Source: an optimization exercise on an open RTL-to-GDS flow (aim: small area). Production flows keep margins and buffers that such runs may drop. RTL that was checked went through simulation tests only; none was proved equivalent to the original. For run 7, only the layout was checked, not whether the RTL still works. Power figures rest on the tool's default switching activity, not on a simulated workload.

===== flow/flow/run.sh =====
#!/bin/bash
# The standard layout (standard.sh) with these changes:
#  - synthesis is synth_recipe.tcl unchanged, except that ABC maps the
#    combinational logic with flow/abc_area.script (area-oriented "map -a",
#    then ABC's usual buffering and sizing); registers are mapped before ABC
#    runs and are not touched by it
#  - port buffers use sky130_fd_sc_hd__buf_1
#  - the clock tree uses clusters of up to 20 sinks on clkbuf_8 and no dummy loads
# Each step writes its own log in this folder (ORFS's own logs are under orfs/logs).
set -euo pipefail
W=$PWD
cat > area_synth.tcl <<EOT
proc abc {args} {
  set i [lsearch \$args -script]
  if {\$i >= 0} { lset args [expr {\$i + 1}] $W/flow/abc_area.script }
  yosys abc {*}\$args
}
source $W/synth_recipe.tcl
EOT
sed "s|SYNTH_SCRIPT=[^ ]*|SYNTH_SCRIPT=$W/area_synth.tcl|" standard.sh > area_standard.sh
export BUFFER_PORTS_ARGS="-buffer_cell sky130_fd_sc_hd__buf_1"
export CTS_ARGS="-sink_clustering_enable -repair_clock_nets -dont_use_dummy_load -buf_list sky130_fd_sc_hd__clkbuf_8 -sink_clustering_size 20 -sink_clustering_max_diameter 60"
bash area_standard.sh > standard.log 2>&1

===== flow/flow/abc_area.script =====
strash
dc2
dch -f
map -a
strash
dch -f
map -a
topo
stime -c
buffer -c
upsize -c
dnsize -c

===== flow/standard.sh =====
#!/bin/bash
# synth_recipe.tcl (not shown) runs the flow's synth.tcl, then flattens the netlist and writes it again
# the make line also repeats each setting of config.mk as NAME=value (left out here)
make -C /OpenROAD-flow-scripts/flow DESIGN_CONFIG=/design/flow/config.mk WORK_HOME=/design/flow/orfs CLKGATE_MAP_FILE= SYNTH_SCRIPT=/design/flow/synth_recipe.tcl "${@:-finish}"

===== flow/config.mk =====
export PLATFORM = sky130hd
export DESIGN_NAME = cpu_top
export DESIGN_NICKNAME = cpu_top
export VERILOG_FILES = /design/flow/design.v
export SDC_FILE = /design/flow/constraint.sdc
export NUM_CORES = 4
export LEC_CHECK = 0
export CAP_MARGIN = 20
export CORE_MARGIN = 2
export CORE_UTILIZATION = 65
export SLEW_MARGIN = 20

===== flow/constraint.sdc =====
create_clock -name core_clock -period 8.0 [get_ports {clk}]
set_input_delay 1.6000 -clock core_clock [delete_from_list [all_inputs] [get_ports {clk}]]
set_output_delay 1.6000 -clock core_clock [all_outputs]
set_load 0.01 [all_outputs]

===== flow/design.v =====
package cpu_pkg;
    typedef logic [32-1:0] word_t;
    typedef struct packed {
        word_t                  addr;
        word_t                  wdata;
        logic [32/8-1:0] wstrb;
        logic                   write;
        logic                   read;
    } mem_req_t;
    typedef struct packed {
        logic       valid;
        logic       wen;
        logic [4:0] waddr;
        word_t      wdata;
        word_t      pc;
    } retire_t;
endpackage
module cpu_regfile (
    input  logic       clk,
    input  logic [4:0] raddr1,
    input  logic [4:0] raddr2,
    output logic       rbit1,
    output logic       rbit2,
    input  logic       wen,
    input  logic [4:0] waddr,
    input  logic       wbit
);
    logic [31:0] regs [1:31];
    logic [31:0] lsb;
    assign lsb[0] = 1'b0;
    genvar r;
    generate
        for (r = 1; r < 32; r++) begin : g_reg
            always_ff @(posedge clk) begin
                regs[r] <= {(wen && waddr == r) ? wbit : regs[r][0], regs[r][31:1]};
            end
            assign lsb[r] = regs[r][0];
        end
    endgenerate
    assign rbit1 = lsb[raddr1];
    assign rbit2 = lsb[raddr2];
endmodule
module cpu_core (
    input  logic              clk,
    input  logic              rst,
    output cpu_pkg::word_t    pc,
    output logic              inst_req_valid,
    input  logic              inst_req_ready,
    input  cpu_pkg::word_t    instruction,
    input  logic              inst_valid,
    output logic              inst_ready,
    output cpu_pkg::mem_req_t mem_req,
    input  logic              mem_req_ready,
    input  cpu_pkg::word_t    read_data,
    input  logic              read_data_valid,
    output logic              read_data_ready,
    output cpu_pkg::retire_t  retire
);
    localparam logic [3:0] W_FETCH  = 4'd0;    
    localparam logic [3:0] W_LDREQ  = 4'd1;    
    localparam logic [3:0] W_LD     = 4'd2;    
    localparam logic [3:0] W_ST     = 4'd3;    
    localparam logic [3:0] W_STDONE = 4'd4;    
    localparam logic [3:0] M_BOOT   = 4'd6;
    localparam logic [3:0] M_EX1    = 4'd7;
    localparam logic [3:0] M_SLT2   = 4'd8;
    localparam logic [3:0] M_SH2    = 4'd9;
    localparam logic [3:0] M_SH3    = 4'd10;
    localparam logic [3:0] M_LD2    = 4'd11;
    localparam logic [3:0] M_ST2    = 4'd12;
    localparam logic [3:0] M_RD2    = 4'd13;
    logic [4:0]  ph;
    logic        ph0;
    logic        ph2;
    logic        ph31;
    logic [3:0]  st;
    logic [3:0]  mode_start;
    logic [3:0]  mode;
    logic        req_q;
    logic        ipc_inc4;
    assign ph0  = (ph == 5'd0);
    assign ph2  = (ph == 5'd2);
    assign ph31 = (ph == 5'd31);
    logic [31:0] ir;
    logic [6:0]  opc;
    logic [2:0]  f3;
    logic        is_op, is_opi, is_alu, is_lui, is_jal, is_br, is_lw, is_sw;
    logic        is_shift, is_slt, reg_write, is_sub, use_imm;
    assign ir        = instruction;
    assign opc       = ir[6:0];
    assign f3        = ir[14:12];
    assign is_op     = (opc == 7'b0110011);
    assign is_opi    = (opc == 7'b0010011);
    assign is_alu    = is_op | is_opi;
    assign is_lui    = (opc == 7'b0110111);
    assign is_jal    = (opc == 7'b1101111);
    assign is_br     = (opc == 7'b1100011);
    assign is_lw     = (opc == 7'b0000011) && (f3 == 3'b010);
    assign is_sw     = (opc == 7'b0100011) && (f3 == 3'b010);
    assign is_shift  = is_alu && (f3[1:0] == 2'b01);
    assign is_slt    = is_alu && (f3[2:1] == 2'b01);
    assign reg_write = is_alu | is_lui | is_jal | is_lw;
    assign is_sub    = (is_op && f3 == 3'b000 && ir[30]) | is_br | is_slt;
    assign use_imm   = is_opi | is_lw | is_sw | is_lui;
    logic [31:0] imm;
    always_comb begin
        if (opc == 7'b0100011)
            imm = {{20{ir[31]}}, ir[31:25], ir[11:7]};
        else if (is_br)
            imm = {{19{ir[31]}}, ir[31], ir[7], ir[30:25], ir[11:8], 1'b0};
        else if (is_jal)
            imm = {{11{ir[31]}}, ir[31], ir[19:12], ir[20], ir[30:21], 1'b0};
        else if (is_lui)
            imm = {ir[31:12], 12'b0};
        else
            imm = {{20{ir[31]}}, ir[31:20]};
    end
    logic imm_bit;
    assign imm_bit = imm[ph];
    always_comb begin
        case (st)
            W_FETCH:  mode_start = inst_valid ? M_EX1 : W_FETCH;
            W_LD:     mode_start = read_data_valid ? M_LD2 : W_LD;
            W_ST:     mode_start = mem_req_ready ? M_ST2 : W_ST;
            W_STDONE: mode_start = M_ST2;
            default:  mode_start = st;
        endcase
    end
    assign mode = ph0 ? mode_start : st;
    logic m_boot, m_ex1, m_slt2, m_sh2, m_sh3, m_ld2, m_st2, m_rd2;
    assign m_boot = (mode == M_BOOT);
    assign m_ex1  = (mode == M_EX1);
    assign m_slt2 = (mode == M_SLT2);
    assign m_sh2  = (mode == M_SH2);
    assign m_sh3  = (mode == M_SH3);
    assign m_ld2  = (mode == M_LD2);
    assign m_st2  = (mode == M_ST2);
    assign m_rd2  = (mode == M_RD2);
    logic rs1_bit, rs2_bit, rf_wen, wbit;
    cpu_regfile u_regfile (
        .clk    (clk),
        .raddr1 (ir[19:15]),
        .raddr2 (ir[24:20]),
        .rbit1  (rs1_bit),
        .rbit2  (rs2_bit),
        .wen    (rf_wen),
        .waddr  (ir[11:7]),
        .wbit   (wbit)
    );
    logic [31:0] ipc;
    logic        ipc_c, ipc_a, ipc_add, ipc_ci, ipc_sum;
    assign ipc_a   = m_boot ? 1'b0 : ipc[0];
    assign ipc_add = m_ex1 ? (ipc_inc4 & ph2) : (m_rd2 & imm_bit);
    assign ipc_ci  = ph0 ? 1'b0 : ipc_c;
    assign ipc_sum = ipc_a ^ ipc_add ^ ipc_ci;
    always_ff @(posedge clk) begin
        ipc   <= {ipc_sum, ipc[31:1]};
        ipc_c <= (ipc_a & ipc_add) | (ipc_a & ipc_ci) | (ipc_add & ipc_ci);
    end
    logic a, b_raw, b, cin, sum, cout, alu_c, alu_out;
    logic eq_q, eq, lt, ltu, taken, redirect, lt_q;
    logic [4:0] s_reg;
    assign a     = is_jal ? ipc_sum : (is_lui ? 1'b0 : rs1_bit);
    assign b_raw = is_jal ? ph2 : (use_imm ? imm_bit : rs2_bit);
    assign b     = b_raw ^ is_sub;
    assign cin   = ph0 ? is_sub : alu_c;
    assign sum   = a ^ b ^ cin;
    assign cout  = (a & b) | (a & cin) | (b & cin);
    always_comb begin
        alu_out = sum;
        if (is_alu) begin
            case (f3)
                3'b100:  alu_out = a ^ b_raw;
                3'b110:  alu_out = a | b_raw;
                3'b111:  alu_out = a & b_raw;
                default: alu_out = sum;
            endcase
        end
    end
    assign ltu = ~cout;
    assign lt  = (a ^ b_raw) ? a : ltu;
    assign eq  = eq_q & ~(a ^ b_raw);
    always_comb begin
        case (f3)
            3'b000:  taken = eq;
            3'b001:  taken = ~eq;
            3'b100:  taken = lt;
            3'b101:  taken = ~lt;
            3'b110:  taken = ltu;
            3'b111:  taken = ~ltu;
            default: taken = 1'b0;
        endcase
    end
    assign redirect = is_jal | (is_br & taken);
    always_ff @(posedge clk) begin
        alu_c <= cout;
        eq_q  <= (ph0 | eq_q) & ~(a ^ b_raw);
        if (m_ex1 && ph31) begin
            lt_q   <= f3[0] ? ltu : lt;
        end
        if (m_ex1 && ph < 5'd5) begin
            s_reg <= {b_raw, s_reg[4:1]};
        end
    end
    logic [31:0] t;
    logic        sll, lt_s, sh_out, t_en, t_in;
    assign sll    = ~f3[2];
    assign lt_s   = (ph < s_reg);
    assign sh_out = (sll & lt_s) ? 1'b0 : t[0];
    always_comb begin
        if (m_slt2)
            wbit = ph0 & lt_q;
        else if (m_sh3)
            wbit = sh_out;
        else if (m_ld2)
            wbit = read_data[ph];
        else
            wbit = alu_out;
    end
    assign rf_wen = (m_ex1 & ((is_alu & ~is_shift & ~is_slt) | is_lui | is_jal)) |
                    m_slt2 | m_sh3 | m_ld2;
    assign t_en = m_ex1 | m_slt2 | m_sh3 | m_ld2 | (m_sh2 & (sll ^ lt_s));
    always_comb begin
        if (m_ex1)
            t_in = is_sw ? rs2_bit : (is_shift ? rs1_bit : alu_out);
        else if (m_sh2)
            t_in = sll ? t[0] : (ir[30] & t[31]);
        else
            t_in = wbit;
    end
    always_ff @(posedge clk) begin
        if (t_en) t <= {t_in, t[31:1]};
    end
    logic [31:2] preg;
    logic        p_c, p_add, p_ci, p_sum, pbit, pwe, p31;
    assign p_add = ph2 & ~m_rd2 & ~m_boot;
    assign p_ci  = ph0 ? 1'b0 : p_c;
    assign p_sum = ipc_sum ^ p_add ^ p_ci;
    assign pbit  = (m_ex1 & (is_lw | is_sw)) ? sum : p_sum;
    assign pwe   = m_ex1 | m_ld2 | m_st2 | m_rd2 | m_boot;
    assign p31   = (ph31 & pwe) ? pbit : preg[31];
    always_ff @(posedge clk) begin
        p_c <= (ipc_sum & p_add) | (ipc_sum & p_ci) | (p_add & p_ci);
    end
    genvar gi;
    generate
        for (gi = 2; gi < 32; gi++) begin : g_preg
            always_ff @(posedge clk) begin
                if (pwe && ph == gi) preg[gi] <= pbit;
            end
        end
    endgenerate
    logic done_now, req_now, ret_now, rdreq_now;
    assign done_now  = ph31 & ((m_ex1 & ~(is_slt | is_shift | is_lw | is_sw | redirect)) |
                               m_slt2 | m_sh3 | m_ld2 | m_st2 | m_rd2);
    assign ret_now   = ph31 & ((m_ex1 & ~(is_slt | is_shift | is_lw | is_sw)) |
                               m_slt2 | m_sh3 | m_ld2 | m_st2);
    assign req_now   = done_now | (ph31 & m_boot);
    assign rdreq_now = ph31 & m_ex1 & is_lw;
    assign inst_req_valid  = req_now | req_q;
    assign inst_ready      = done_now;
    assign read_data_ready = ph31 & m_ld2;
    assign pc              = {p31, preg[30:2], 2'b00};
    assign mem_req.addr  = {p31, preg[30:2], 2'b00};
    assign mem_req.wdata = t;
    assign mem_req.wstrb = '1;
    assign mem_req.read  = rdreq_now | (st == W_LDREQ);
    assign mem_req.write = (st == W_ST);
    assign retire.valid = ret_now;
    assign retire.wen   = reg_write;
    assign retire.waddr = ir[11:7];
    assign retire.wdata = {wbit, t[31:1]};
    assign retire.pc    = {ipc_sum, ipc[31:1]};
    always_ff @(posedge clk) begin
        if (rst) begin
            ph       <= 5'd0;
            st       <= M_BOOT;
            req_q    <= 1'b0;
            ipc_inc4 <= 1'b0;
        end else begin
            ph    <= ph + 5'd1;
            req_q <= inst_req_valid & ~inst_req_ready;
            if (done_now) ipc_inc4 <= ~m_rd2;
            if (ph31) begin
                case (mode)
                    M_EX1: begin
                        if (is_slt)        st <= M_SLT2;
                        else if (is_shift) st <= M_SH2;
                        else if (is_lw)    st <= mem_req_ready ? W_LD : W_LDREQ;
                        else if (is_sw)    st <= W_ST;
                        else if (redirect) st <= M_RD2;
                        else               st <= W_FETCH;
                    end
                    M_SH2:   st <= M_SH3;
                    M_BOOT, M_SLT2, M_SH3, M_LD2, M_ST2, M_RD2: st <= W_FETCH;
                    W_LDREQ: if (mem_req_ready) st <= W_LD;
                    W_ST:    if (mem_req_ready) st <= W_STDONE;
                    default: ;
                endcase
            end else if (ph0) begin
                st <= mode;
                if (mode == W_LDREQ && mem_req_ready) st <= W_LD;
            end else begin
                if (st == W_LDREQ && mem_req_ready) st <= W_LD;
                if (st == W_ST && mem_req_ready)    st <= W_STDONE;
            end
        end
    end
endmodule
module cpu_top (
    input  logic        clk,
    input  logic        rst,
    output logic [31:0] pc,
    output logic        inst_req_valid,
    input  logic        inst_req_ready,
    input  logic [31:0] instruction,
    input  logic        inst_valid,
    output logic        inst_ready,
    output logic [31:0] mem_addr,
    output logic [31:0] mem_wdata,
    output logic [3:0]  mem_wstrb,
    output logic        mem_write,
    output logic        mem_read,
    input  logic        mem_req_ready,
    input  logic [31:0] read_data,
    input  logic        read_data_valid,
    output logic        read_data_ready,
    output logic        retire_valid,
    output logic        retire_wen,
    output logic [4:0]  retire_waddr,
    output logic [31:0] retire_wdata,
    output logic [31:0] retire_pc
);
    cpu_pkg::mem_req_t mem_req;
    cpu_pkg::retire_t  retire;
    cpu_core u_core (
        .clk             (clk),
        .rst             (rst),
        .pc              (pc),
        .inst_req_valid  (inst_req_valid),
        .inst_req_ready  (inst_req_ready),
        .instruction     (instruction),
        .inst_valid      (inst_valid),
        .inst_ready      (inst_ready),
        .mem_req         (mem_req),
        .mem_req_ready   (mem_req_ready),
        .read_data       (read_data),
        .read_data_valid (read_data_valid),
        .read_data_ready (read_data_ready),
        .retire          (retire)
    );
    assign mem_addr     = mem_req.addr;
    assign mem_wdata    = mem_req.wdata;
    assign mem_wstrb    = mem_req.wstrb;
    assign mem_write    = mem_req.write;
    assign mem_read     = mem_req.read;
    assign retire_valid = retire.valid;
    assign retire_wen   = retire.wen;
    assign retire_waddr = retire.waddr;
    assign retire_wdata = retire.wdata;
    assign retire_pc    = retire.pc;
endmodule

==> qor.csv, run 1 <==
metric,value,unit
DRC Markers,0,
HPWL Detailed,31900,um
Routed Antenna Nets,0,
"Hold Violations, Final",0,
row cnt,75,
gate count after technology mapping,1881,
crit start category,input pin,
max-cap check violation count,0,
TritonCTS clock tree,built,
fin crit period,7.69,ns
Die Y,209,um
Post-synth EDFFs,68,
"Slew Viols, Final",0,
Worst Path Buf+Inv,6,
vias in the first global route,12500,
Synth Flop Type,dfxtp_1,
asr flop ratio synth,0,%
CP Data Required Time,6.40,ns
endpoint type of the worst setup path,primary output,
Synth Area in Adders,0.814,%
port buffer count,237,
max reg flops,992,
Vias/cell,4.94,
via count,12800,
pin count of the biggest net entering global routing,31,
gr usage total,20.9,%
sequential share of the synthesized area,83.5,%
Layout area overhead,6.04,%
simple-gate area share of the yosys netlist,4.45,%
Ports,246,
largest family of logic cells by synthesized area,compound AO/OA/AOI/OAI gates,
Core Footprint,41800,sq um
CTS root buffer,clkbuf_8,
Synth Area in XOR/XNOR,0.0320,%
Compound-Gate Fraction of Synth Area,5.59,%
worst-path fanout max,6,
max incr delay on CP,0.54,ns
drt total wl,45700,um
Synth Area per Inst,14.6,sq um
first-pass GRT wire length,69500,um
Clock Skew,0.116,ns
measured slew at the worst slew-check pin,0.751,ns
Setup TNS Final,0,ns
Synth Cell Area,27400,sq um
Die Wd,209,um
clock-pin slew on the worst setup and hold paths,0.11,ns
Clock Path Buffers,3,
Worst Path Arrival,6.09,ns
status,timing/DRC/antenna clean,
Top Registers,"u_core.u_regfile.regs: 992 flops, u_core.ipc: 32 flops, u_core.t: 32 flops",
hold crit path type,flop to flop,
initial antenna violation count,7,
post-layout net count,2146,
CTS buffer count,67,
wire length per cell,17.6,um
peak supply drop,0.262,mV
Static Leak,11.2,nW
Reg with most FFs,u_core.u_regfile.regs,
total grt overflow,0,
DRT iter0 DRCs,681,
synthesis-stage register bit count,1107,
endpoints failing setup,0,
library cells used by synthesis,62,
Filler cells,2694,
final worst-path cycle share,96.1,%
GPL Wtd Cong,0.868,
Worst-Skew Late Latency,0.67,ns
WS Path Type,input pin to primary output,
cell family with most CP delay,compound AO/OA/AOI/OAI gates,
htree depth,3,
share of cells above drive strength 1,8.36,%
effective utilization at floorplan,65.5,%
mux share of post-synthesis cell area,0.0777,%
Initial DRT Pass Iterations,5,
hold slack final,0.254,ns
CTS sink count,1107,
synth warn,3,
PD cells,291,nW/um^2
critical path's most frequent cell,nor2_1,
max_slew headroom,49.7,%
die area,43800,sq um
Slowest cell on crit path,fa_1,
FMAX,130,MHz
-- where the power goes --
part,internal (mW),switching (mW),total [mW]
Sequential,5.70,0.0536,5.75
Combinational,0.136,0.351,0.487
Clock,0.760,1.46,2.22
-- cell usage in the layout, fill, tap and decap left out, types with 3 or more instances in the layout --
cell type  Yosys  routed
nor2_1        91      85
nand2_1       57      55
o21ai_1        7       8
o22ai_1        5       5
conb_1         2       8
ha_1          13      12
fa_1           3       3
nor3_1        34      33
a21oi_1       79      78
a22oi_1       13      13
nand3_1       31      31
nor2_2         3       9
a31oi_1       35      35
a221oi_1       3       3
inv_1         78      77
o21ai_2        6       5
nor3_2         5       6
nor2_4         9       9
o21ai_0       61      60
buf_1          0     237
inv_2         14      14
o211ai_1       7       7
clkbuf_8       0      67
edfxtp_1      68      68
buf_4        139      29
a21oi_2        2       3
a211oi_1       6       6
nand2_2        2       4
dfxtp_1     1039    1039
-- per-stage QoR --
stage	std cells	util, %	total power, mW	setup slack [ns]	area, sq um
2_1_floorplan	1887	-	6.22	0.567	27400
3_3_place_gp	2528	67.1	6.35	0.208	28000
3_5_place_dp	2528	67.1	6.36	0.0371	28000
4_1_cts	2595	69.3	8.52	0.0224	28900
5_1_grt	2597	69.5	8.75	-0.0480	29000
6_report	2599	69.5	8.45	0.313	29000
-- routing by layer --
metal  part of all wire (%)  vias up  GRT usage (%)
met5                  0.090        -              0
met4                    2.9        6           8.23
met3                    5.9       83           4.79
met2                     46      415           34.0
met1                     45     6052           27.5
li1                       -     6273              -
-- final timing paths --
path	cells after the start	slack [ns]	endpoint	from
setup / recovery	26	0.31	inst_ready	instruction[5]
hold / removal	0	0.25	u_core.u_regfile.regs[8][0]	u_core.u_regfile.regs[8][1]
hold reg to reg	0	0.25	u_core.u_regfile.regs[8][0]	u_core.u_regfile.regs[8][1]
setup reg to reg	24	2.66	u_core.req_q	u_core.ph[0]
-- logic make-up after synthesis --
family	Yosys count
AO/OA/AOI/OAI	248
XOR/XNOR	1
adder cells (fa/ha/maj)	16
buffers and inverters	260
flip-flops	1107
multiplexers	2
other	2
AND/OR/NAND/NOR	245
-- synth_stat cells, types with 6 or more instances --
master / number / area share [%]
buf_4: 139 / 3.8
buf_2: 6 / 0.11
a31oi_1: 35 / 0.80
nor2_4: 9 / 0.37
o21ai_1: 7 / 0.13
nor2_1: 91 / 1.2
a21oi_1: 79 / 1.4
o211ai_1: 7 / 0.19
nor3_1: 34 / 0.62
ha_1: 13 / 0.59
inv_1: 78 / 1.1
a22oi_1: 13 / 0.36
a211oi_1: 6 / 0.16
o21ai_0: 61 / 1.1
inv_2: 14 / 0.19
nand2_1: 57 / 0.78
edfxtp_1: 68 / 7.5
o21ai_2: 6 / 0.19
clkbuf_1: 16 / 0.22
dfxtp_1: 1039 / 76
nand3_1: 31 / 0.57
-- repair_timing --
| action | CTS | global route |
|---|---|---|
| buffers inserted | 0 | 2 |
| endpoints found under the hold margin | 0 | 0 |
| setup endpoints to repair | 0 | 2 |
| resized for setup | 0 | 14 |
| hold buffers | 0 | 0 |
-- final cells by class --
class	instances	area [sq um]	area share, %
sequential	1107	22800	78.7
multi-input combinational	520	3090	10.6
timing repair buffer	266	1110	3.82
clock buffer	67	922	3.18
tap	539	674	2.32
inverter	98	385	1.33
antenna	2	5.00	0.0172
==> run 2, diff against run 1 <==
==> flow/flow/abc_area.script (replaced) <==
strash
dc2
dch -f
map -a
strash
dc2
dch -f
map -a
strash
dch -f
map -a
topo
stime -c
buffer -c
upsize -c
dnsize -c
==> run 2 against run 1 <==
Net effect: still clean on timing, DRC and antenna; power is essentially flat; synthesized cell count increased by 1.4%; sequential power hardly changed; clock skew decreased by 0.022 ns; wire length fell by 0.73%; critical endpoint unchanged; largest power group unchanged.
==> qor.csv, run 2 <==
metric,value,unit
sequential cell area,22800,sq um
gate count after technology mapping,1907,
Ports,246,
largest cells by area after synthesis,"dfxtp_1 (76%), edfxtp_1 (7.5%), buf_4 (3.8%)",
"Hold Violations, Final",0,
CTS buffer count,67,
Worst Path Arrival,6.01,ns
Synth Area per Inst,14.3,sq um
"most common cell after layout, fill and taps aside",dfxtp_1,
Yosys top cell area share,76.3,%
wire length per cell,17.2,um
vias in the first global route,12400,
pin count of the biggest net entering global routing,33,
library cells used by synthesis,58,
FMAX,131,MHz
Non-Filler Instances,2631,
Clock Path Buffers,3,
Layout area overhead,6.16,%
hold crit path type,flop to flop,
most frequent cell after synthesis,dfxtp_1,
fin crit period,7.61,ns
CTS root buffer,clkbuf_8,
gr usage total,20.9,%
max reg flops,992,
Die Y,209,um
drt total wl,45300,um
post-layout net count,2179,
worst-path fanout max,5,
endpoints failing setup,0,
Clock Skew,0.0943,ns
DRC Markers,0,
CP Data Required Time,6.40,ns
final core occ,69.4,%
status,timing/DRC/antenna clean,
Post-synth EDFFs,68,
measured slew at the worst slew-check pin,0.994,ns
synth warn,3,
Core Footprint,41700,sq um
DP Area,27900,sq um
htree depth,3,
asr flop ratio synth,0,%
Synth Flop Type,dfxtp_1,
DRT iter0 DRCs,782,
"Slew Viols, Final",0,
hold slack final,0.231,ns
total grt overflow,0,
via count,12700,
HPWL Detailed,31100,um
max-cap check violation count,0,
Static Leak,11.4,nW
sequential share of the synthesized area,83.8,%
TritonCTS clock tree,built,
max_slew headroom,33.5,%
multi-input logic area,2950,sq um
GPL Wtd Cong,0.867,
Die Wd,209,um
effective utilization at floorplan,65.4,%
PD cells,292,nW/um^2
most frequent cells in the layout,"dfxtp_1 (1038), buf_1 (237), nor2_1 (113)",
synthesis-stage register bit count,1107,
Worst-Skew Late Latency,0.63,ns
share of cells above drive strength 1,7.08,%
CTS sink count,1107,
port buffer count,237,
clock-pin slew on the worst setup and hold paths,0.10,ns
die area,43600,sq um
Top Registers,"u_core.u_regfile.regs: 992 flops, u_core.ipc: 32 flops, u_core.t: 32 flops",
hold wc startpoint,u_core.u_regfile.regs[21][30],
row cnt,75,
Initial DRT Pass Iterations,5,
Post-synth top cells,"dfxtp_1 (1039), buf_4 (137), nor2_1 (115)",
crit start category,input pin,
initial antenna violation count,4,
Setup crit start,instruction[6],
Reg with most FFs,u_core.u_regfile.regs,
peak supply drop,0.262,mV
Routed Antenna Nets,0,
post-route cell area,28900,sq um
worst reg2reg startpoint,u_core.ph[0],
Placed Instances,2561,
Filler cells,2690,
Synth Cell Area,27300,sq um
first-pass GRT wire length,69100,um
Vias/cell,4.82,
Tot Pwr,8.45,mW
final worst-path cycle share,95.1,%
WS Path Type,input pin to primary output,
endpoint type of the worst setup path,primary output,
Synth area leader,dfxtp_1,
==> run 2: cell types whose count changed in the layout (fill, tap and decap cells not counted), sizes merged, moves of 3 or more <==
cell    change
inv        +19
o21ai      +13
o211ai      -6
nor2       +25
nand2      +28
a31oi      -31
nor4        +3
nand3      -11
a211oi      +3
o22ai       +4
a22oi       -5
a21oi       -8
o311ai      +3
==> run 2: cell families (layout without fill, tap and decap cells) <==
kind of cell | Yosys count | count (layout) | synth area share [%]
flip-flops | 1107 | 1107 | 83.8
XOR/XNOR | 1 | 1 | 0.0321
AND/OR/NAND/NOR | 285 | 285 | 4.62
multiplexers | 2 | 2 | 0.0780
AO/OA/AOI/OAI | 224 | 224 | 4.97
adder cells (fa/ha/maj) | 16 | 16 | 0.817
other | 2 | 9 | 0.0276
buffers and inverters | 270 | 448 | 5.64
==> run 2: power by group <==
part	leakage, nW	switching (mW)	internal, mW	total, mW
sequential	9.03	0.0535	5.70	5.75
clock	0.482	1.46	0.761	2.22
combinational	1.93	0.347	0.135	0.482
==> run 2: cell type report <==
type	count	share of cell area [%]
sequential	1107	79.0
multi-input combinational	536	10.2
timing repair buffer	266	3.83
clock buffer	67	3.19
tap	539	2.33
inverter	115	1.51
antenna	1	0.00865
==> run 2: per-stage QoR <==
stage	setup TNS [ns]	setup WS (ns)
3_5_place_dp	0	0.190
5_1_grt	-0.0503	-0.0255
3_3_place_gp	0	0.341
6_report	0	0.393
4_1_cts	0	0.00334
2_1_floorplan	0	0.635
==> run 2: path summary, 6_finish.rpt <==
check | endpoint | cells past startpoint | slack (ns)
setup / recovery | inst_ready | 24 | 0.39
hold / removal | u_core.u_regfile.regs[21][29] | 0 | 0.23
setup reg to reg | u_core.ipc_inc4 | 27 | 2.42
hold reg to reg | u_core.u_regfile.regs[21][29] | 0 | 0.23
==> run 2: what timing repair did <==
item                                    in CTS  in global routing
buffers inserted                             0                  2
resized for setup                            1                 10
pin swaps                                    0                  2
hold buffers                                 0                  0
hold endpoints to repair                     0                  0
endpoints found under the setup margin       2                  5
==> run 2: critical path, stage by stage <==
cell and delay (ns):
buf_1 0.16, inv_1 0.11, nor4_2 0.29, buf_4 0.19, buf_4 0.12, nor2_1 0.06
o311ai_0 0.34, o311ai_1 0.16, nand2_1 0.08, o21ai_1 0.09, a32oi_1 0.23, fa_1 0.52
o21ai_4 0.26, inv_1 0.07, ha_1 0.31, nor2_1 0.11, nor2_1 0.04, a221oi_1 0.28
o211ai_1 0.18, a21oi_2 0.19, inv_1 0.10, o31ai_4 0.22, buf_4 0.16, buf_1 0.15
==> run 2: metal layers <==
metal  vias up  GRT usage [%]  routed length, um
li1       6297              -                  -
met4         6           9.14               1790
met2       389           32.9              20700
met1      5889           28.7              20400
met5         -              0                 46
met3       109           3.97               2410
==> run 3, diff against run 2 <==
==> flow/flow/abc_area.script (replaced) <==
strash
dc2
dch -f
map -a
strash
dc2
dch -f
map -a
strash
dc2
dch -f
map -a
strash
dc2
dch -f
map -a
strash
dc2
dch -f
map -a
topo
stime -c
buffer -c
upsize -c
dnsize -c
==> run 3 against run 2 <==
Net effect: still clean on timing, DRC and antenna; global-route usage grew 0.93 points; power decreased by 0.59%; core utilization grew 0.90 points; sequential share of layout area is 0.22 points higher; critical path depth rose by 1; register-to-register slack improved by 0.30 ns; sequential power hardly changed; worst hold slack improved by 0.057 ns; synthesized area is 0.26% lower; largest power group unchanged.
==> qor.csv, run 3 <==
metric,value,unit
TritonCTS clock tree,built,
Tot Pwr,8.40,mW
sequential share of the synthesized area,84.0,%
CP Data Required Time,6.40,ns
hold depth,0,
Die Wd,208,um
crit start category,input pin,
max reg flops,992,
initial antenna violation count,3,
pin count of the biggest net entering global routing,32,
total grt overflow,0,
measured slew at the worst slew-check pin,0.792,ns
wire length per cell,17.9,um
asr flop ratio synth,0,%
GPL Wtd Cong,0.875,
worst-path fanout max,6,
gate count after technology mapping,1897,
Synth area leader,dfxtp_1,
Vias/cell,4.87,
vias in the first global route,12800,
library cells used by synthesis,55,
htree depth,3,
Clock Skew,0.0535,ns
Routed Antenna Nets,0,
Setup TNS Final,0,ns
max_slew headroom,47.0,%
endpoint type of the worst setup path,primary output,
Worst Path Arrival,5.92,ns
# hold bufs at CTS,0,
synthesis-stage register bit count,1107,
HPWL Detailed,33300,um
final worst-path cycle share,94.0,%
post-layout net count,2168,
Post-synth top cells,"dfxtp_1 (1039), buf_4 (137), nor2_1 (128)",
Initial DRT Pass Iterations,5,
peak supply drop,0.226,mV
Core Footprint,41000,sq um
Static Leak,11.4,nW
Synth Cell Area,27200,sq um
Reg with most FFs,u_core.u_regfile.regs,
endpoints failing setup,0,
clock-pin slew on the worst setup and hold paths,0.10,ns
WS Path Type,input pin to primary output,
Die Y,208,um
CTS sink count,1107,
Post-synth EDFFs,68,
fin crit period,7.52,ns
largest cells by area after synthesis,"dfxtp_1 (77%), edfxtp_1 (7.5%), buf_4 (3.8%)",
max-cap check violation count,0,
CTS root buffer,clkbuf_8,
first-pass GRT wire length,71800,um
gr usage total,21.8,%
Layout area overhead,6.13,%
die area,43500,sq um
status,timing/DRC/antenna clean,
Worst-Skew Late Latency,0.64,ns
Synth Flop Type,dfxtp_1,
synth warn,3,
R2R depth,26,
CTS buffer count,67,
drt total wl,46900,um
hold crit path type,flop to flop,
"Slew Viols, Final",0,
port buffer count,237,
row cnt,74,
most frequent cell after synthesis,dfxtp_1,
Ports,246,
Clock Path Buffers,3,
via count,12700,
share of cells above drive strength 1,6.54,%
FMAX,133,MHz
effective utilization at floorplan,66.3,%
PD cells,291,nW/um^2
Synth Area per Inst,14.3,sq um
"Hold Violations, Final",0,
Top Registers,"u_core.u_regfile.regs: 992 flops, u_core.ipc: 32 flops, u_core.t: 32 flops",
DRT iter0 DRCs,803,
Yosys top cell area share,76.5,%
"most common cell after layout, fill and taps aside",dfxtp_1,
DRC Markers,0,
most frequent cells in the layout,"dfxtp_1 (1038), buf_1 (237), nor2_1 (126)",
## run 3: cell types whose count changed in the layout (fill, tap and decap cells not counted), moves of 6 or more
| cell | delta |
|---|---|
| nand3_2 | +6 |
| nor2_2 | -12 |
| a21oi_1 | -23 |
| nand3_1 | +7 |
| nor2_1 | +13 |
| o21ai_0 | -18 |
## run 3: path summary, 6_finish.rpt
path / from / to / slack (ns)
worst max-delay path: instruction[5] / inst_req_valid / 0.48
worst min-delay path: u_core.u_regfile.regs[30][2] / u_core.u_regfile.regs[30][1] / 0.29
worst max register to register: u_core.ph[0] / u_core.u_regfile.regs[15][31] / 2.72
worst min register to register: u_core.u_regfile.regs[30][2] / u_core.u_regfile.regs[30][1] / 0.29
## run 3: logic make-up after synthesis
kind of cell,synth area share [%]
compound gates,4.61
xor+xnor,0.0322
fa+ha+maj,0.819
buf+inv,5.70
flops,84.0
mux,0.0414
other cells,0.0276
simple gates,4.73
## run 3: cell type report
class                      instances  area [sq um]
sequential                      1107         22800
fill                            2622         12200
multi-input combinational        523          2870
timing repair buffer             264          1090
clock buffer                      67           922
tap                              532           666
inverter                         119           450
antenna                            1          2.50
## run 3: per-layer routing
metal	GRT usage [%]	up-vias	wire length [um]
met5	0	-	23
li1	-	6262	-
met2	34.5	403	21300
met3	4.57	96	2640
met4	9.85	4	1700
met1	29.3	5963	21200
## run 3: where the power goes
part,internal [mW],switching [mW],total [mW]
sequential,5.68,0.0503,5.73
combinational,0.126,0.327,0.453
clock,0.761,1.46,2.22
total,6.57,1.83,8.40
## run 3: per-stage QoR
stage	instance area (sq um)	setup WS, ns	util (%)	cells	hold WS (ns)
finish	28800	0.477	70.3	2613	0.288
global route	28800	-0.0477	70.3	2612	0.295
CTS	28800	0.0262	70.2	2610	0.297
detailed placement	27800	0.112	67.9	2543	0.312
global placement	27800	0.188	67.9	2543	0.310
floorplan	27200	0.818	-	1903	0.310
## run 3: timing repair
item                                    in CTS  in global routing
gates resized for setup                      1                 13
cloned                                       0                  0
endpoints found under the setup margin       2                  5
buffers inserted                             0                  2
## run 3: critical path, stage by stage
cell and delay [ns]:
buf_1 0.09, inv_1 0.10, nor3_2 0.23, nand3_2 0.18, inv_2 0.16, nor2_1 0.10
o311ai_0 0.29, o311ai_0 0.21, nor2_1 0.15, a21oi_1 0.07, a32oi_1 0.23, fa_1 0.52
o21ai_4 0.25, inv_1 0.07, ha_1 0.35, nor2_1 0.11, a21oi_1 0.06, or2_1 0.23
a211oi_1 0.20, o211ai_1 0.14, nand2_1 0.13, o22ai_2 0.10, nor3_1 0.20, inv_1 0.06
buf_1 0.13
==> run 4, diff against run 3 <==
--- a/flow/flow/abc_area.script
+++ b/flow/flow/abc_area.script
@@ -1,2 +1,18 @@
+strash
+dc2
+dch -f
+map -a
+strash
+dc2
+dch -f
+map -a
+strash
+dc2
+dch -f
+map -a
+strash
+dc2
+dch -f
+map -a
 strash
 dc2
==> run 4 against run 3 <==
Net effect: power rose by 0.11%; register-to-register slack got worse by 0.33 ns; synthesized cell count fell by 0.11%; via count rose by 0.47%; clock skew rose by 0.025 ns; cell area fell by 0.16%; global-route usage rose by 0.33 points; final cell count fell by 0.11%; sequential cell count did not move; wire length rose by 2.5%; worst hold slack improved by 0.0076 ns; fmax fell by 0.76%; critical path type unchanged; largest cell class unchanged.
==> qor.csv, run 4 <==
metric,value,unit
max_slew headroom,52.1,%
wire length per cell,18.4,um
endpoints failing setup,0,
Non-Filler Instances,2610,
initial antenna violation count,2,
Synth Area per Inst,14.3,sq um
Layout area overhead,5.99,%
synth warn,3,
status,timing/DRC/antenna clean,
DRT iter0 DRCs,857,
Ports,246,
gr usage total,22.2,%
combinational share of power,5.3,%
Post-synth EDFFs,68,
Core Footprint,41000,sq um
Int Pwr,6.57,mW
# hold bufs at CTS,0,
hold crit path type,flop to flop,
sequential share of the synthesized area,84.1,%
effective utilization at floorplan,66.2,%
DP Area,27800,sq um
first-pass GRT wire length,72700,um
port buffer count,237,
Clock Power Share,26.5,%
Synth Cell Area,27200,sq um
peak supply drop,0.219,mV
synthesis-stage register bit count,1107,
Worst Path Arrival,5.98,ns
worst-path fanout max,5,
"Slew Viols, Final",0,
via count,12800,
Clock Skew,0.0788,ns
most frequent cell after synthesis,dfxtp_1,
clock-pin slew on the worst setup and hold paths,0.11,ns
pin count of the biggest net entering global routing,33,
CTS root buffer,clkbuf_8,
library cells used by synthesis,50,
sequential share of power,68.1,%
most frequent cells in the layout,"dfxtp_1 (1038), buf_1 (237), inv_1 (113)",
Yosys top cell area share,76.5,%
Reg with most FFs,u_core.u_regfile.regs,
CTS sink count,1107,
total grt overflow,0,
hold wc startpoint,u_core.u_regfile.regs[23][28],
Routed Antenna Nets,0,
largest cells by area after synthesis,"dfxtp_1 (77%), edfxtp_1 (7.5%), buf_4 (3.8%)",
crit start category,input pin,
"most common cell after layout, fill and taps aside",dfxtp_1,
final worst-path cycle share,94.8,%
Die Wd,208,um
GPL Wtd Cong,0.887,
Initial DRT Pass Iterations,5,
post-route cell area,28800,sq um
Static Leak,11.5,nW
max reg flops,992,
max-cap check violation count,0,
CTS buffer count,67,
sw frac,21.9,%
Setup crit start,instruction[5],
TritonCTS clock tree,built,
"Hold Violations, Final",0,
vias in the first global route,12800,
NetSw,1.85,mW
asr flop ratio synth,0,%
DRC Markers,0,
Clock Path Buffers,3,
die area,43500,sq um
Worst-Skew Late Latency,0.66,ns
share of cells above drive strength 1,6.55,%
htree depth,3,
CP Data Required Time,6.40,ns
WS Path Type,input pin to primary output,
Synth area leader,dfxtp_1,
fin crit period,7.58,ns
drt total wl,48100,um
PD cells,292,nW/um^2
Die Y,208,um
Top Registers,"u_core.u_regfile.regs: 992 flops, u_core.ipc: 32 flops, u_core.t: 32 flops",
worst reg2reg startpoint,u_core.ph[1],
row cnt,74,
endpoint type of the worst setup path,primary output,
Placed Instances,2541,
Vias/cell,4.90,
Setup TNS Final,0,ns
FMAX,132,MHz
post-layout net count,2165,
Post-synth top cells,"dfxtp_1 (1039), buf_4 (137), inv_1 (115)",
measured slew at the worst slew-check pin,0.717,ns
HPWL Detailed,33800,um
Synth Flop Type,dfxtp_1,
gate count after technology mapping,1895,
==> run 4: changes by cell type in the layout (fill, tap and decap cells not counted), sizes merged, moves of 4 or more <==
cell | before | now
nor2 | 131 | 116
inv | 115 | 124
a211oi | 8 | 2
nand2 | 86 | 92
buf | 264 | 260
o21ai | 71 | 75
==> run 4: power groups by stage <==
| stage | Combinational (mW) | Sequential, mW | Clock [mW] |
|---|---|---|---|
| CTS | 0.444 | 5.74 | 2.28 |
| detailed placement | 0.442 | 5.86 | 0 |
| floorplan | 0.309 | 5.86 | 0 |
| global placement | 0.442 | 5.85 | 0 |
| finish | 0.450 | 5.73 | 2.23 |
| global route | 0.491 | 5.75 | 2.46 |
==> run 4: final cells by class <==
type | instances | area (sq um)
inverters | 126 | 473
multi-input cells | 517 | 2830
repair buffers | 260 | 1060
diodes | 1 | 2.50
well taps | 532 | 666
flip-flops and latches | 1107 | 22800
fillers | 2601 | 12200
clock buffers | 67 | 922
==> run 4: stage by stage <==
step / setup slack [ns] / hold WS (ns) / power, mW / utilization, %
after global placement: 0.302 / 0.310 / 6.29 / 67.8
final: 0.419 / 0.296 / 8.41 / 70.2
after global routing: -0.0152 / 0.298 / 8.69 / 70.2
after floorplan: 0.755 / 0.310 / 6.17 / -
after CTS: 0.0588 / 0.294 / 8.46 / 70.1
after detailed placement: 0.141 / 0.312 / 6.30 / 67.8
==> run 4: worst max-delay path, cell delays in order <==
cell and delay (ns):
buf_1 0.12, inv_1 0.07, nor2_1 0.17, nand4_1 0.22, inv_2 0.16, nor2_1 0.07, a21oi_1 0.17, o21ai_0 0.12
a31oi_1 0.22, a41oi_2 0.17, nor2_1 0.14, a31oi_1 0.06, fa_1 0.54, o21ai_1 0.10, buf_4 0.16, fa_1 0.47
nand2_1 0.08, o21ai_0 0.09, or2_2 0.29, nand2_1 0.06, nand3_1 0.06, nand3_1 0.08, nand3_1 0.09, nand3_1 0.11
o31ai_2 0.13, nor3_2 0.21, inv_1 0.06, buf_1 0.13
==> run 4: repair_timing <==
action                     4_1_cts  5_1_grt
setup buffers                    0        1
gates resized for setup          0       11
setup endpoints to repair        0        5
==> run 4: final timing paths <==
check | endpoint | slack (ns) | cells past startpoint
max | inst_req_valid | 0.42 | 28
min | u_core.u_regfile.regs[23][27] | 0.30 | 0
max reg2reg | u_core.t[31] | 2.39 | 32
min reg2reg | u_core.u_regfile.regs[23][27] | 0.30 | 0
==> run 4: kinds of logic (layout without fill, tap and decap cells) <==
family | count (synthesis) | in the layout | share of synthesized area (%)
adders and majority gates | 16 | 16 | 0.820
muxes | 1 | 1 | 0.0414
DFF | 1107 | 1107 | 84.1
and+or+nand+nor | 291 | 291 | 4.71
other | 2 | 9 | 0.0276
buffers and inverters | 277 | 453 | 5.77
AOI/OAI and AO/OA | 200 | 200 | 4.54
xor gates and xnor gates | 1 | 1 | 0.0322
==> run 4: routing by layer <==
metal  share of wire (%)  track usage (%)
met5               0.027                0
met4                 3.1             8.39
met3                 5.1             3.82
met2                  47             36.1
met1                  44             30.0
==> run 5, diff against run 4 <==
--- a/flow/flow/run.sh
+++ b/flow/flow/run.sh
@@ -2,5 +2,5 @@
 # The standard layout (standard.sh) with these changes:
 #  - synthesis is synth_recipe.tcl unchanged, except that ABC maps the
-#    combinational logic with flow/abc_area.script (area-oriented "map -a",
+#    combinational logic with flow/abc_area.script (two rounds of area-oriented "map -a",
 #    then ABC's usual buffering and sizing); registers are mapped before ABC
 #    runs and are not touched by it
==> flow/flow/abc_area.script (replaced) <==
strash
dc2
dch -f
map -a
strash
dch -f
map -a
topo
stime -c
buffer -c
upsize -c
dnsize -c
==> run 5 against run 4 <==
Net effect: still clean; clock skew increased by 0.038 ns; first-iteration DRC count decreased by 21%; clock power about the same; final cell count decreased by 0.42%; via count increased by 0.32%; combinational power increased by 8.2%; synthesized area increased by 0.73%; largest power group unchanged.
==> qor.csv, run 5 <==
metric,value,unit
Tot Pwr,8.45,mW
"Slew Viols, Final",0,
Synth Cell Area,27400,sq um
Post-synth top cells,"dfxtp_1 (1039), buf_4 (139), nor2_1 (91)",
largest family of logic cells by synthesized area,compound AO/OA/AOI/OAI gates,
"Hold Violations, Final",0,
endpoint type of the worst setup path,primary output,
Top Registers,"u_core.u_regfile.regs: 992 flops, u_core.ipc: 32 flops, u_core.t: 32 flops",
Yosys top cell area share,76.0,%
final worst-path cycle share,96.1,%
Synth Area per Inst,14.6,sq um
post-route cell area,29000,sq um
port buffer count,237,
total grt overflow,0,
measured slew at the worst slew-check pin,0.751,ns
WS Path Type,input pin to primary output,
"most common cell after layout, fill and taps aside",dfxtp_1,
Vias/cell,4.94,
max reg flops,992,
DRC Markers,0,
CP Data Required Time,6.40,ns
synthesis-stage register bit count,1107,
Initial DRT Pass Iterations,5,
worst-path fanout max,6,
Core Footprint,41800,sq um
asr flop ratio synth,0,%
gate count after technology mapping,1881,
max_slew headroom,49.7,%
post-layout net count,2146,
Routed Antenna Nets,0,
largest cells by area after synthesis,"dfxtp_1 (76%), edfxtp_1 (7.5%), buf_4 (3.8%)",
Layout area overhead,6.04,%
first-pass GRT wire length,69500,um
CTS buffer count,67,
TritonCTS clock tree,built,
pin count of the biggest net entering global routing,31,
simple-gate area share of the yosys netlist,4.45,%
Synth area leader,dfxtp_1,
FMAX,130,MHz
row cnt,75,
Worst Path Arrival,6.09,ns
hold crit path type,flop to flop,
library cells used by synthesis,62,
Filler cells,2694,
Reg with most FFs,u_core.u_regfile.regs,
status,timing/DRC/antenna clean,
Static Leak,11.2,nW
Die Y,209,um
Synth Area in Adders,0.814,%
most frequent cell after synthesis,dfxtp_1,
share of cells above drive strength 1,8.36,%
sequential share of the synthesized area,83.5,%
# hold bufs at CTS,0,
peak supply drop,0.262,mV
CTS sink count,1107,
most frequent cells in the layout,"dfxtp_1 (1039), buf_1 (237), nor2_1 (85)",
initial antenna violation count,7,
Ports,246,
htree depth,3,
Compound-Gate Fraction of Synth Area,5.59,%
Clock Skew,0.116,ns
vias in the first global route,12500,
effective utilization at floorplan,65.5,%
Synth Flop Type,dfxtp_1,
final core occ,69.5,%
HPWL Detailed,31900,um
mux share of post-synthesis cell area,0.0777,%
DP Area,28000,sq um
Die Wd,209,um
Worst-Skew Late Latency,0.67,ns
Post-synth EDFFs,68,
synth warn,3,
crit start category,input pin,
fin crit period,7.69,ns
DRT iter0 DRCs,681,
endpoints failing setup,0,
CTS root buffer,clkbuf_8,
Clock Path Buffers,3,
max-cap check violation count,0,
gr usage total,20.9,%
PD cells,291,nW/um^2
wire length per cell,17.6,um
via count,12800,
drt total wl,45700,um
die area,43800,sq um
Synth Area in XOR/XNOR,0.0320,%
clock-pin slew on the worst setup and hold paths,0.11,ns
GPL Wtd Cong,0.868,
## run 5: worst paths after layout
path	slack [ns]	cells after the start	start	end
worst max-delay path	0.31	26	instruction[5]	inst_ready
worst min-delay path	0.25	0	u_core.u_regfile.regs[8][1]	u_core.u_regfile.regs[8][0]
worst max register to register	2.66	24	u_core.ph[0]	u_core.req_q
worst min register to register	0.25	0	u_core.u_regfile.regs[8][1]	u_core.u_regfile.regs[8][0]
## run 5: per-layer routing
layer | part of all wire [%] | track usage (%) | wire, um
met3 | 5.9 | 4.79 | 2700
met2 | 46 | 34.0 | 21100
met4 | 2.9 | 8.23 | 1310
met1 | 45 | 27.5 | 20500
met5 | 0.090 | 0 | 41
## run 5: cell type report
| class | instances | area [sq um] | area share (%) |
|---|---|---|---|
| diodes | 2 | 5.00 | 0.0172 |
| clock buffers | 67 | 922 | 3.18 |
| inverters | 98 | 385 | 1.33 |
| multi-input cells | 520 | 3090 | 10.6 |
| flip-flops and latches | 1107 | 22800 | 78.7 |
| well taps | 539 | 674 | 2.32 |
| repair buffers | 266 | 1110 | 3.82 |
## run 5: where the power goes
group	switching, mW	total [mW]	internal [mW]	leakage [nW]
sequential	0.0536	5.75	5.70	9.00
clock	1.46	2.22	0.760	0.482
combinational	0.351	0.487	0.136	1.74
total	1.86	8.45	6.59	11.2
## run 5: cells by family after synthesis
logic type	after synthesis
other	2
muxes	2
and+or+nand+nor	245
DFF	1107
xor gates and xnor gates	1
AOI/OAI and AO/OA	248
buffers and inverters	260
adders and majority gates	16
## run 5: timing repair
action                     4_1_cts  5_1_grt
setup endpoints to repair        0        2
gates resized for setup          0       14
buffers inserted                 0        2
## run 5: per-stage QoR
stage | setup slack, ns | TNS [ns] | instances | hold slack (ns)
after global placement | 0.208 | 0 | 2528 | 0.310
after floorplan | 0.567 | 0 | 1887 | 0.310
after global routing | -0.0480 | -0.0797 | 2597 | 0.231
after CTS | 0.0224 | 0 | 2595 | 0.228
after detailed placement | 0.0371 | 0 | 2528 | 0.312
final | 0.313 | 0 | 2599 | 0.254
## run 5: critical path: stages
cell and delay (ns):
buf_1 0.10, inv_2 0.05, nor2_1 0.15, nand3_1 0.09
nor2_1 0.12, buf_4 0.19, nor2_1 0.07, a21oi_1 0.23
o21ai_0 0.17, nand3_1 0.10, o2111ai_1 0.15, a21oi_2 0.22
a32oi_2 0.10, fa_1 0.54, o21ai_4 0.22, inv_1 0.07
ha_2 0.33, nor2_2 0.14, nor2_1 0.05, a221oi_1 0.33
o211ai_2 0.17, a31oi_4 0.21, nand4_2 0.14, a31oi_4 0.24
buf_4 0.14, buf_1 0.15
==> run 6, diff against run 5 <==
--- a/flow/flow/run.sh
+++ b/flow/flow/run.sh
@@ -2,5 +2,5 @@
 # The standard layout (standard.sh) with these changes:
 #  - synthesis is synth_recipe.tcl unchanged, except that ABC maps the
-#    combinational logic with flow/abc_area.script (two rounds of area-oriented "map -a",
+#    combinational logic with flow/abc_area.script (five rounds of area-oriented "map -a",
 #    then ABC's usual buffering and sizing); registers are mapped before ABC
 #    runs and are not touched by it
==> flow/flow/abc_area.script (replaced) <==
strash
dc2
dch -f
map -a
strash
dc2
dch -f
map -a
strash
dc2
dch -f
map -a
strash
dc2
dch -f
map -a
strash
dc2
dch -f
map -a
topo
stime -c
buffer -c
upsize -c
dnsize -c
==> run 6 against run 5 <==
Net effect: still clean on timing, DRC and antenna; sequential cell count is the same; clock-buffer cell count did not move; final cell count increased by 0.54%; synthesized cell count rose by 0.85%; clock skew decreased by 0.063 ns; core utilization up 0.83 points; critical path depth decreased by 1; clock power about the same; synthesized area is 0.69% lower; first-iteration DRC count is 18% higher; register-to-register slack better by 0.06 ns; sequential share of layout area rose by 0.48 points.
==> qor.csv, run 6 <==
metric,value,unit
most frequent cell after synthesis,dfxtp_1,
Worst-Skew Late Latency,0.64,ns
endpoint type of the worst setup path,primary output,
Static Leak,11.4,nW
sequential cell area,22800,sq um
drt total wl,46900,um
sequential share of the synthesized area,84.0,%
post-place setup slack,0.112,ns
htree depth,3,
final worst slack,0.477,ns
endpoints failing setup,0,
peak supply drop,0.226,mV
clock-pin slew on the worst setup and hold paths,0.10,ns
post-route cell area,28800,sq um
multi-input logic area,2870,sq um
synth warn,3,
share of cells above drive strength 1,6.54,%
Tot Pwr,8.40,mW
Top Registers,"u_core.u_regfile.regs: 992 flops, u_core.ipc: 32 flops, u_core.t: 32 flops",
via count,12700,
library cells used by synthesis,55,
max-cap check violation count,0,
crit start category,input pin,
most frequent cells in the layout,"dfxtp_1 (1038), buf_1 (237), nor2_1 (126)",
status,timing/DRC/antenna clean,
worst reg2reg startpoint,u_core.ph[0],
CTS buffer count,67,
effective utilization at floorplan,66.3,%
hold crit path type,flop to flop,
Ports,246,
final worst-path cycle share,94.0,%
total grt overflow,0,
Die Wd,208,um
Clock Path Buffers,3,
Post-synth top cells,"dfxtp_1 (1039), buf_4 (137), nor2_1 (128)",
vias in the first global route,12800,
die area,43500,sq um
Clock Skew,0.0535,ns
worst-path fanout max,6,
GPL Wtd Cong,0.875,
FMAX,133,MHz
"most common cell after layout, fill and taps aside",dfxtp_1,
final core occ,70.3,%
initial antenna violation count,3,
Yosys top cell area share,76.5,%
CP Data Required Time,6.40,ns
synthesis-stage register bit count,1107,
Setup crit start,instruction[5],
"Hold Violations, Final",0,
Synth area leader,dfxtp_1,
HPWL Detailed,33300,um
WS Path Type,input pin to primary output,
fin crit period,7.52,ns
hold wc startpoint,u_core.u_regfile.regs[30][2],
Worst Path Arrival,5.92,ns
Routed Antenna Nets,0,
Non-Filler Instances,2613,
CTS sink count,1107,
Reg with most FFs,u_core.u_regfile.regs,
"Slew Viols, Final",0,
Filler cells,2622,
DRC Markers,0,
Die Y,208,um
gate count after technology mapping,1897,
pin count of the biggest net entering global routing,32,
TritonCTS clock tree,built,
Synth Cell Area,27200,sq um
largest cells by area after synthesis,"dfxtp_1 (77%), edfxtp_1 (7.5%), buf_4 (3.8%)",
asr flop ratio synth,0,%
max reg flops,992,
gr usage total,21.8,%
max_slew headroom,47.0,%
Initial DRT Pass Iterations,5,
hold slack final,0.288,ns
Placed Instances,2543,
CTS root buffer,clkbuf_8,
Synth Flop Type,dfxtp_1,
PD cells,291,nW/um^2
Setup TNS Final,0,ns
Synth Area per Inst,14.3,sq um
Layout area overhead,6.13,%
Core Footprint,41000,sq um
Vias/cell,4.87,
row cnt,74,
port buffer count,237,
DP Area,27800,sq um
first-pass GRT wire length,71800,um
wire length per cell,17.9,um
DRT iter0 DRCs,803,
post-layout net count,2168,
# hold bufs at CTS,0,
Post-synth EDFFs,68,
measured slew at the worst slew-check pin,0.792,ns
[run 6: cell count changes in the layout (fill, tap and decap cells not counted), sizes merged, moves of 8 or more]
| cell | delta |
|---|---|
| nor2 | +26 |
| o22ai | +8 |
| nand2 | +25 |
| a31oi | -31 |
| inv | +22 |
| a21oi | -31 |
[run 6: power by group]
part	internal (mW)	switching (mW)	leakage, nW
logic	0.126	0.327	1.92
registers	5.68	0.0503	9.03
clock network	0.761	1.46	0.482
[run 6: routing by layer]
layer	vias up	wire, um	track usage [%]	share of wire [%]
met3	96	2640	4.57	5.6
li1	6262	-	-	-
met4	4	1700	9.85	3.6
met1	5963	21200	29.3	45
met2	403	21300	34.5	45
met5	-	23	0	0.049
[run 6: final cells by class]
type | instances | share of cell area (%)
diodes | 1 | 0.00867
clock buffers | 67 | 3.20
inverters | 119 | 1.56
multi-input cells | 523 | 9.96
flip-flops and latches | 1107 | 79.2
well taps | 532 | 2.31
repair buffers | 264 | 3.79
[run 6: final timing paths]
| path | to | slack [ns] | cells after the start |
|---|---|---|---|
| worst min-delay path | u_core.u_regfile.regs[30][1] | 0.29 | 0 |
| worst max-delay path | inst_req_valid | 0.48 | 25 |
| worst min register to register | u_core.u_regfile.regs[30][1] | 0.29 | 0 |
| worst max register to register | u_core.u_regfile.regs[15][31] | 2.72 | 26 |
[run 6: cell families (layout without fill, tap and decap cells)]
| kind of cell | count (synthesis) | after routing | share of synthesized area, % |
|---|---|---|---|
| buffers and inverters | 273 | 450 | 5.70 |
| adder cells (fa/ha/maj) | 16 | 16 | 0.819 |
| XOR/XNOR | 1 | 1 | 0.0322 |
| multiplexers | 1 | 1 | 0.0414 |
| flip-flops | 1107 | 1107 | 84.0 |
| AND/OR/NAND/NOR | 295 | 295 | 4.73 |
| other | 2 | 9 | 0.0276 |
| AO/OA/AOI/OAI | 202 | 202 | 4.61 |
[run 6: critical path, stage by stage]
cell	delay (ns)
buf_1	0.09
inv_1	0.10
nor3_2	0.23
nand3_2	0.18
inv_2	0.16
nor2_1	0.10
o311ai_0	0.29
o311ai_0	0.21
nor2_1	0.15
a21oi_1	0.07
a32oi_1	0.23
fa_1	0.52
o21ai_4	0.25
inv_1	0.07
ha_1	0.35
nor2_1	0.11
a21oi_1	0.06
or2_1	0.23
a211oi_1	0.20
o211ai_1	0.14
nand2_1	0.13
o22ai_2	0.10
nor3_1	0.20
inv_1	0.06
buf_1	0.13
[run 6: repair_timing]
item / in CTS / in global routing
gates cloned: 0 / 0
setup buffers: 0 / 2
resized for setup: 1 / 13
setup endpoints to repair: 2 / 5
==> run 7, diff against run 6 <==
--- a/flow/design.v
+++ b/flow/design.v
@@ -159,5 +159,5 @@
     end
     logic a, b_raw, b, cin, sum, cout, alu_c, alu_out;
-    logic eq_q, eq, lt, ltu, taken, redirect, lt_q;
+    logic eq_q, eq, lt, ltu, taken, redirect;
     logic [4:0] s_reg;
     assign a     = is_jal ? ipc_sum : (is_lui ? 1'b0 : rs1_bit);
@@ -174,4 +174,6 @@
                 3'b110:  alu_out = a | b_raw;
                 3'b111:  alu_out = a & b_raw;
+                3'b010:  alu_out = lt;
+                3'b011:  alu_out = ltu;
                 default: alu_out = sum;
             endcase
@@ -196,7 +198,4 @@
         alu_c <= cout;
         eq_q  <= (ph0 | eq_q) & ~(a ^ b_raw);
-        if (m_ex1 && ph31) begin
-            lt_q   <= f3[0] ? ltu : lt;
-        end
         if (m_ex1 && ph < 5'd5) begin
             s_reg <= {b_raw, s_reg[4:1]};
@@ -210,5 +209,5 @@
     always_comb begin
         if (m_slt2)
-            wbit = ph0 & lt_q;
+            wbit = ph0 & t[31];
         else if (m_sh3)
             wbit = sh_out;
--- a/flow/flow/run.sh
+++ b/flow/flow/run.sh
@@ -2,5 +2,5 @@
 # The standard layout (standard.sh) with these changes:
 #  - synthesis is synth_recipe.tcl unchanged, except that ABC maps the
-#    combinational logic with flow/abc_area.script (five rounds of area-oriented "map -a",
+#    combinational logic with flow/abc_area.script (area-oriented "map -a",
 #    then ABC's usual buffering and sizing); registers are mapped before ABC
 #    runs and are not touched by it
--- a/flow/flow/abc_area.script
+++ b/flow/flow/abc_area.script
@@ -1,2 +1,18 @@
+strash
+dc2
+dch -f
+map -a
+strash
+dc2
+dch -f
+map -a
+strash
+dc2
+dch -f
+map -a
+strash
+dc2
+dch -f
+map -a
 strash
 dc2
==> run 7 against run 6 <==
Net effect: still clean; power up 0.68%; clock-buffer cell count unchanged; cell area about the same; clock skew up 0.072 ns; first-iteration DRC count down 9.1%; largest cell class unchanged.
==> qor.csv, run 7 <==
metric,value,unit
status,timing/DRC/antenna clean,
most frequent cell after synthesis,dfxtp_1,
Synth Cell Area,27300,sq um
total grt overflow,0,
Die Wd,209,um
Core Footprint,41700,sq um
endpoint type of the worst setup path,primary output,
measured slew at the worst slew-check pin,1.05,ns
pin count of the biggest net entering global routing,33,
Vias/cell,4.91,
clock-pin slew on the worst setup and hold paths,0.10,ns
Synth Flop Type,dfxtp_1,
row cnt,75,
WS Path Type,input pin to primary output,
CTS root buffer,clkbuf_8,
effective utilization at floorplan,65.5,%
final worst-path cycle share,94.4,%
Synth Area in XOR/XNOR,0.0321,%
Setup TNS Final,0,ns
Routed Antenna Nets,0,
Synth Area per Inst,14.3,sq um
gr usage total,21.6,%
htree depth,3,
share of cells above drive strength 1,7.52,%
via count,12800,
library cells used by synthesis,55,
worst-path fanout max,6,
r2r setup slk,2.02,ns
Clock Skew,0.126,ns
drt total wl,46900,um
endpoints failing setup,0,
synth warn,3,
largest cells by area after synthesis,"dfxtp_1 (76%), edfxtp_1 (7.4%), buf_4 (3.8%)",
Die Y,209,um
"Slew Viols, Final",0,
FMAX,132,MHz
simple-gate area share of the yosys netlist,4.90,%
CP Data Required Time,6.40,ns
Filler cells,2695,
Synth area leader,dfxtp_1,
asr flop ratio synth,0,%
Slowest cell on crit path,fa_1,
wire length per cell,17.9,um
RSZ-0062 raised after global routing,no,
Clock Path Buffers,3,
Worst Path Arrival,5.95,ns
PD cells,293,nW/um^2
max_slew headroom,29.7,%
Static Leak,11.3,nW
port buffer count,237,
largest family of logic cells by synthesized area,buffers and inverters,
mux share of post-synthesis cell area,0.0412,%
vias in the first global route,12700,
max-cap check violation count,0,
Initial DRT Pass Iterations,5,
DRT iter0 DRCs,730,
Layout area overhead,5.63,%
post-CTS setup buffers,0,
critical path's most frequent cell,inv_1,
"Hold Violations, Final",0,
initial antenna violation count,2,
CTS buffer count,67,
Ports,246,
HPWL Detailed,32300,um
# hold bufs at CTS,0,
Worst-Skew Late Latency,0.68,ns
hold wc startpoint,u_core.u_regfile.regs[26][7],
sequential share of the synthesized area,83.6,%
fin crit period,7.55,ns
most frequent cells in the layout,"dfxtp_1 (1039), buf_1 (237), nor2_1 (118)",
Synth Area in Adders,0.816,%
die area,43700,sq um
crit start category,input pin,
TritonCTS clock tree,built,
hold crit path type,flop to flop,
Top Registers,"u_core.u_regfile.regs: 992 flops, u_core.ipc: 32 flops, u_core.t: 32 flops",
peak supply drop,0.269,mV
cell family with most CP delay,compound AO/OA/AOI/OAI gates,
CTS sink count,1106,
DRC Markers,0,
post-layout net count,2162,
max incr delay on CP,0.54,ns
GPL Wtd Cong,0.889,
Setup crit start,instruction[6],
gate count after technology mapping,1905,
final core occ,69.2,%
Post-synth top cells,"dfxtp_1 (1039), buf_4 (138), nor2_1 (118)",
Compound-Gate Fraction of Synth Area,4.95,%
Yosys top cell area share,76.2,%
synthesis-stage register bit count,1106,
max reg flops,992,
worst reg2reg startpoint,u_core.ph[1],
Worst Path Buf+Inv,7,
first-pass GRT wire length,71100,um
Reg with most FFs,u_core.u_regfile.regs,
Post-synth EDFFs,67,
"most common cell after layout, fill and taps aside",dfxtp_1,
run 7: cell count changes after synthesis, sizes merged, moves of 3 or more:
cell / change
a221oi: -5
a211oi: -4
o21ai: +4
o311ai: -5
nand3: -9
o221ai: +3
nor2: +3
clkbuf: -3
a22oi: +5
a21oi: +17
run 7: kinds of logic (layout without fill, tap and decap cells):
family | after synthesis | count (layout)
compound gates | 219 | 219
xor+xnor | 1 | 1
fa+ha+maj | 16 | 16
buf+inv | 273 | 436
flops | 1106 | 1106
mux | 1 | 1
other cells | 2 | 9
simple gates | 287 | 287
run 7: final timing paths:
| check | end | depth (start not counted) |
|---|---|---|
| setup / recovery | inst_req_valid | 27 |
| hold / removal | u_core.u_regfile.regs[26][6] | 0 |
| setup reg to reg | u_core.u_regfile.regs[15][31] | 26 |
| hold reg to reg | u_core.u_regfile.regs[26][6] | 0 |
run 7: area by class of cell:
class	count	area, sq um	share of cell area [%]
timing repair buffer	249	980	3.40
clock buffer	67	922	3.20
multi-input combinational	532	3000	10.4
inverter	120	450	1.56
tap	539	674	2.34
sequential	1106	22800	79.1
antenna	1	2.50	0.00868
run 7: what timing repair did:
| item | in CTS | in global routing |
|---|---|---|
| endpoints found under the setup margin | 0 | 3 |
| resized for setup | 0 | 5 |
| endpoints found under the hold margin | 0 | 0 |
run 7: report_power, final:
group | switching [mW] | leakage (nW) | total, mW | internal [mW]
Clock | 1.48 | 0.482 | 2.24 | 0.761
Sequential | 0.0586 | 9.02 | 5.75 | 5.69
Combinational | 0.345 | 1.85 | 0.475 | 0.130
Total | 1.88 | 11.3 | 8.46 | 6.58
run 7: per-layer routing:
| layer | routed length [um] | track usage (%) | up-vias | share of wire (%) |
|---|---|---|---|---|
| li1 | - | - | 6272 | - |
| met1 | 21200 | 29.5 | 6025 | 45 |
| met5 | 70 | 0.890 | - | 0.15 |
| met2 | 21100 | 33.7 | 435 | 45 |
| met3 | 2790 | 4.78 | 111 | 6.0 |
| met4 | 1680 | 8.67 | 4 | 3.6 |
run 7: through the flow:
stage               area [sq um]  setup slack [ns]  cells  total power, mW  hold WS [ns]
CTS                        28800            0.0753   2613             8.53         0.271
floorplan                  27300             0.703   1911             6.22         0.310
finish                     28800             0.448   2614             8.46         0.270
global placement           27900             0.268   2546             6.34         0.310
global route               28800            0.0210   2613             8.75         0.263
detailed placement         27900             0.103   2546             6.35         0.312

[re-timing with driven ports]
The flow's constraints put no driver on any port. The routed layouts listed below were extracted and timed again, unchanged, in two steps.
Step 1: set_driving_cell puts a clkbuf_16 on clk and a buf_2 on each other input, an assumption about the parent block.
Step 2 adds t to the input delays and takes it off the output delays; t is the mean of the earliest and latest rising clock arrival at the registers after step 1. Input paths then give back, and output paths get back, about the clock's delay inside the block.
a / b / c = no drivers / after step 1 / after step 2; a / b = the first two.
run	t, ns	slack for setup (ns)	hold WS [ns]	latest minus earliest clock arrival (ns)	worst data-port slew with drivers (ns)
run 1	0.667	0.313 / 0.286 / 0.286	0.254 / 0.254 / 0.254	0.117 / 0.117	0.12
run 2	0.644	0.393 / 0.369 / 0.369	0.231 / 0.231 / 0.231	0.104 / 0.104	0.12
run 3	0.668	0.477 / 0.450 / 0.450	0.288 / 0.288 / 0.288	0.053 / 0.053	0.10
run 4	0.673	0.419 / 0.378 / 0.389	0.296 / 0.296 / 0.296	0.083 / 0.083	0.11
run 5	0.667	0.313 / 0.286 / 0.286	0.254 / 0.254 / 0.254	0.117 / 0.117	0.12
run 6	0.668	0.477 / 0.450 / 0.450	0.288 / 0.288 / 0.288	0.053 / 0.053	0.10
run 7	0.669	0.448 / 0.426 / 0.426	0.270 / 0.270 / 0.270	0.126 / 0.127	0.09
After both steps every run listed still meets setup and hold. The setup slack of run 4, which loses most, moves by -0.041 ns with the drivers and by -0.030 ns with both steps.
